This is an optimization exercise on Yosys and OpenROAD, whose aim is small area, not a production implementation. Only simulation tests tie the RTL to the original design; equivalence was not proved.

// ex_stage
module ex_stage (
	input  logic                clock,
	input  logic                rst_n,
	input  logic                issue_valid,
	input  logic [209:0]        issue_pkt,
	output logic                issue_credit,
	output logic                complete_valid,
	output logic [37:0]         complete,
	input  logic                bus_credit,
	output logic                branch_valid,
	output logic [39:0]         branch
);
	ex_pkg::issue_pkt_t      pkt;
	ex_pkg::result_t         head;
	assign pkt      = issue_pkt;
	assign complete = head;
	logic [ex_pkg::XLEN-1:0] opa;
	logic [ex_pkg::XLEN-1:0] opb;
	logic [63:0]             prod;
	logic [ex_pkg::XLEN-1:0] logic_out;
	logic                    is_mult;
	ex_pkg::result_t         result;
	ex_pkg::branch_rec_t     branch_next;
	logic [2:0]              issue_slot;
	logic                    wr_a;
	logic [2:0]              slot_a;
	logic                    wr_b;
	logic [2:0]              slot_b;
	logic                    pop;
	logic                    head_valid;
	assign is_mult = pkt.alu_func[3] && (pkt.alu_func[2] != pkt.alu_func[1]);
	operand_select u_operand_select (
		.issue_pkt (pkt),
		.is_mult   (is_mult),
		.opa       (opa),
		.opb       (opb)
	);
	int_alu u_int_alu (
		.opa     (opa),
		.opb     (opb),
		.rs2     (pkt.rs2_value),
		.func    (pkt.alu_func),
		.p         (prod),
		.logic_out (logic_out)
	);
	logic [3:0]              func;
	logic                    alu_op;
	logic                    res_lo;
	logic                    res_hi;
	logic                    res_slt;
	logic [ex_pkg::XLEN-1:0] res_early;
	assign func    = pkt.alu_func;
	assign alu_op  = (func <= 4'd9) && !pkt.uncond_branch;
	assign res_lo  = (func == 4'd10) || (alu_op && ((func == 4'd0) || (func == 4'd1) || (func == 4'd7)));
	assign res_hi  = (func == 4'd11) || (func == 4'd12) || (func == 4'd13)
		|| (alu_op && ((func == 4'd8) || (func == 4'd9)));
	assign res_slt = alu_op && ((func == 4'd5) || (func == 4'd6));
	always_comb begin
		if ((func <= 4'd9) && pkt.uncond_branch) begin
			res_early = pkt.npc;
		end else if (alu_op && ((func == 4'd2) || (func == 4'd3) || (func == 4'd4))) begin
			res_early = logic_out;
		end else begin
			res_early = '0;
		end
	end
	assign result.tag   = pkt.tag;
  ...
export LEC_CHECK = 0
export ABC_AREA = 1
export CAP_MARGIN = 20
export CORE_MARGIN = 2
export CORE_UTILIZATION = 55
export CTS_BUF_LIST = sky130_fd_sc_hd__clkbuf_8
export CTS_CLUSTER_DIAMETER = 45
export CTS_CLUSTER_SIZE = 18
export SLEW_MARGIN = 20
export SYNTH_HIERARCHICAL = 1
create_clock -name core_clock -period 10.0 [get_ports {clock}]
standard.sh (not shown) runs the stock make flow with config.mk's settings and CLKGATE_MAP_FILE= SYNTH_SCRIPT=/design/flow/synth_recipe.tcl, a recipe that flattens the netlist after the stock synthesis.
==> flow/flow/run.sh <==
#!/bin/bash
# The standard layout, with plain buffers (not delay cells) on the ports.
set -euo pipefail
export BUFFER_PORTS_ARGS="-buffer_cell sky130_fd_sc_hd__buf_1"
bash standard.sh > standard.log 2>&1
The baseline produced a clean layout.
Rerun with:
CTS_CLUSTER_DIAMETER = not set   (was 45)
CTS_CLUSTER_SIZE = not set   (was 18)
Effect:
- area after synthesis is unchanged
- design area is higher by 1.0%
- wire length is higher by 0.30%
- final cell count is higher by 0.59%
- first-iteration DRC count is lower by about 1.4%

========
build 11:
ex_stage, a different RTL version from the one above (not shown whole).
For scale: ~6200 cells after synthesis, roughly 440 flip-flops, roughly 300 I/O pins, about 0.050 mm² of cells after synthesis.
==> flow/config.mk <==
export PLATFORM = sky130hd
export DESIGN_NAME = ex_stage
export DESIGN_NICKNAME = ex_stage
export VERILOG_FILES = /design/flow/design.v
export SDC_FILE = /design/flow/constraint.sdc
export NUM_CORES = 4
export LEC_CHECK = 0
export ABC_AREA = 1
export CAP_MARGIN = 20
export CORE_MARGIN = 2
export CORE_UTILIZATION = 55
export CTS_BUF_LIST = sky130_fd_sc_hd__clkbuf_8
export CTS_CLUSTER_DIAMETER = 45
export CTS_CLUSTER_SIZE = 18
export GPL_ROUTABILITY_DRIVEN = 0
export SETUP_SLACK_MARGIN = 0.1
export SLEW_MARGIN = 20
export SYNTH_HIERARCHICAL = 1
==> flow/constraint.sdc <==
create_clock -name core_clock -period 10.0 [get_ports {clock}]
set_input_delay 2.0000 -clock core_clock [delete_from_list [all_inputs] [get_ports {clock}]]
set_output_delay 2.0000 -clock core_clock [all_outputs]
set_load 0.01 [all_outputs]
==> flow/flow/run.sh <==
#!/bin/bash
# The standard layout, with plain buffers (not delay cells) on the ports;
# timing-driven placement only steers placement, its trial buffering is
# not kept.
set -euo pipefail
export BUFFER_PORTS_ARGS="-buffer_cell sky130_fd_sc_hd__buf_1"
export GPL_KEEP_OVERFLOW=0
bash standard.sh > standard.log 2>&1
Build 11 finished every stage and its layout cleared the timing, DRC and antenna checks.
Here is what was changed in the inputs of build 65 compared with build 11.
Settings: swapping 0.1 for 0.05 in SETUP_SLACK_MARGIN; swapping 55 for 58 in CORE_UTILIZATION.
[summary]
Clock-buffer cell count: build 65 vs build 11 identical. On first-iteration DRC count: between build 65 and build 11, it ends up higher for build 11. Placed cell area: build 65 < build 11. Standard cell with the maximum stage delay on the critical path: inv_2 -> build 65, nand2_4 -> build 11. Build 65 against build 11: share of cell area taken by flip-flops and latches held steady; vias after detailed routing moved up; slew of the pin with the lowest slew margin dropped 44 ps; part of the cycle the worst path needs lower; length of routed met3 wiring has increased.
The following lists how build 78 was set up differently from build 65:
Settings: CORE_UTILIZATION changed from 58 to 55; SETUP_SLACK_MARGIN removed (was 0.05).
==> flow/flow/run.sh <==
#!/bin/bash
# The standard layout, with plain buffers (not delay cells) on the ports.
set -euo pipefail
export BUFFER_PORTS_ARGS="-buffer_cell sky130_fd_sc_hd__buf_1"
bash standard.sh > standard.log 2>&1
==> run notes <==
- Build 78 vs build 65: number of placed instances, taps included up
- Per the comparison of build 78 with build 65, filler-free cell count of the finished design picked up an extra about 3.5%, HPWL reported at the end of detailed placement higher.
- Of the two values seen for endpoint of the most critical setup path, u_completion_buffer.mem[0][16]$_DFFE_PP_ was produced by build 65 and u_completion_buffer.mem[7][1]$_DFFE_PP_ by build 78.
- Against build 65, build 78 reports a post-route met1 wirelength that is higher.
What build 52 does differently from build 78 at the input level:
Settings: a change of CORE_UTILIZATION from 55 to 58; an added SETUP_SLACK_MARGIN of 0.1.
==> flow/flow/run.sh <==
#!/bin/bash
# The standard layout, with plain buffers (not delay cells) on the ports;
# timing-driven placement only steers placement, its trial buffering is
# not kept.
set -euo pipefail
export BUFFER_PORTS_ARGS="-buffer_cell sky130_fd_sc_hd__buf_1"
export GPL_KEEP_OVERFLOW=0
bash standard.sh > standard.log 2>&1
Results
- | area occupied by multi-input gates | lower: build 78 |
- Clock skew: build 52 vs build 78, no meaningful difference
- On synthesized-area fraction occupied by ao, oa, aoi and oai cells, build 78 and build 52 are neck and neck.
- The period utilization number comes out lower for build 78 vs build 52.
- In terms of total via count in the routed design, build 78 and build 52 differ only marginally.
- Build 78 -> build 52: design area decreased slightly
- Taking build 78 as 1.0, build 52 lands at 1.10 on count of clock-net buffers in the final layout.
- Global routing usage on met2: build 52 higher than build 78
- Compare build 78 and build 52 | share of final layout cell area taken by non-clock buffers lower: build 52
- The slowest cell on the critical path comes out fa_1 in one run and xor2_1 in the other, namely in build 78 and build 52 respectively.
Edits applied to the flow inputs when going from build 52 to build 12:
Settings: CORE_UTILIZATION: 58 -> 61.
[summary]
- Per the final summary, build 12 finished and its layout is clean on timing, DRC and antenna.
- Worst setup path startpoint = issue_pkt[38]: build 12; worst setup path startpoint = issue_pkt[41]: build 52
- As far as worst hold slack is concerned, build 52 and build 12 perform about the same.
- Of build 52 and build 12, build 52 shows the lower met1 usage, with build 12 above it.
- | width of the die | build 12 vs build 52 | 7.3 µm lower |
- Build 52 -> build 12: via count of the first global-routing pass decreased slightly

-- what the ideal ports hide --
How much do the figures lean on ideal ports? The routed layouts below were timed once more, with nothing changed but the port constraints. Step 1 assumes that a clkbuf_16 drives the clock port and a buf_2 every other input. Step 2 also shifts input and output timing later by t, the mid clock arrival at the registers, as if the neighbouring blocks saw the same clock. Slacks: no drivers / after step 1 / after step 2; pairs: no drivers / after step 1.
run	t (ns)	setup slack, ns	worst setup path after step 2	clock arrival spread, ns	worst data-port slew with drivers (ns)
the first run of note 1	0.664	0.334 / 0.330 / -0.334	input to register	0.023 / 0.024	0.11
the second run of note 1	0.649	0.334 / 0.311 / -0.338	input to register	0.031 / 0.030	0.11
build 11	0.700	0.222 / 0.229 / -0.470	input to register	0.037 / 0.037	0.13
build 65	0.670	0.242 / 0.250 / -0.420	input to register	0.033 / 0.032	0.12
build 78	0.670	0.314 / 0.309 / -0.361	input to register	0.032 / 0.032	0.11
build 52	0.671	0.235 / 0.252 / -0.419	input to register	0.032 / 0.032	0.13
build 12	0.653	0.247 / 0.259 / -0.394	input to register	0.022 / 0.022	0.13
Met with ideal ports but missed after step 2: setup timing in every run listed. For build 11, which loses most, drivers alone change the setup slack by +0.007 ns; drivers and shift together by -0.692 ns.
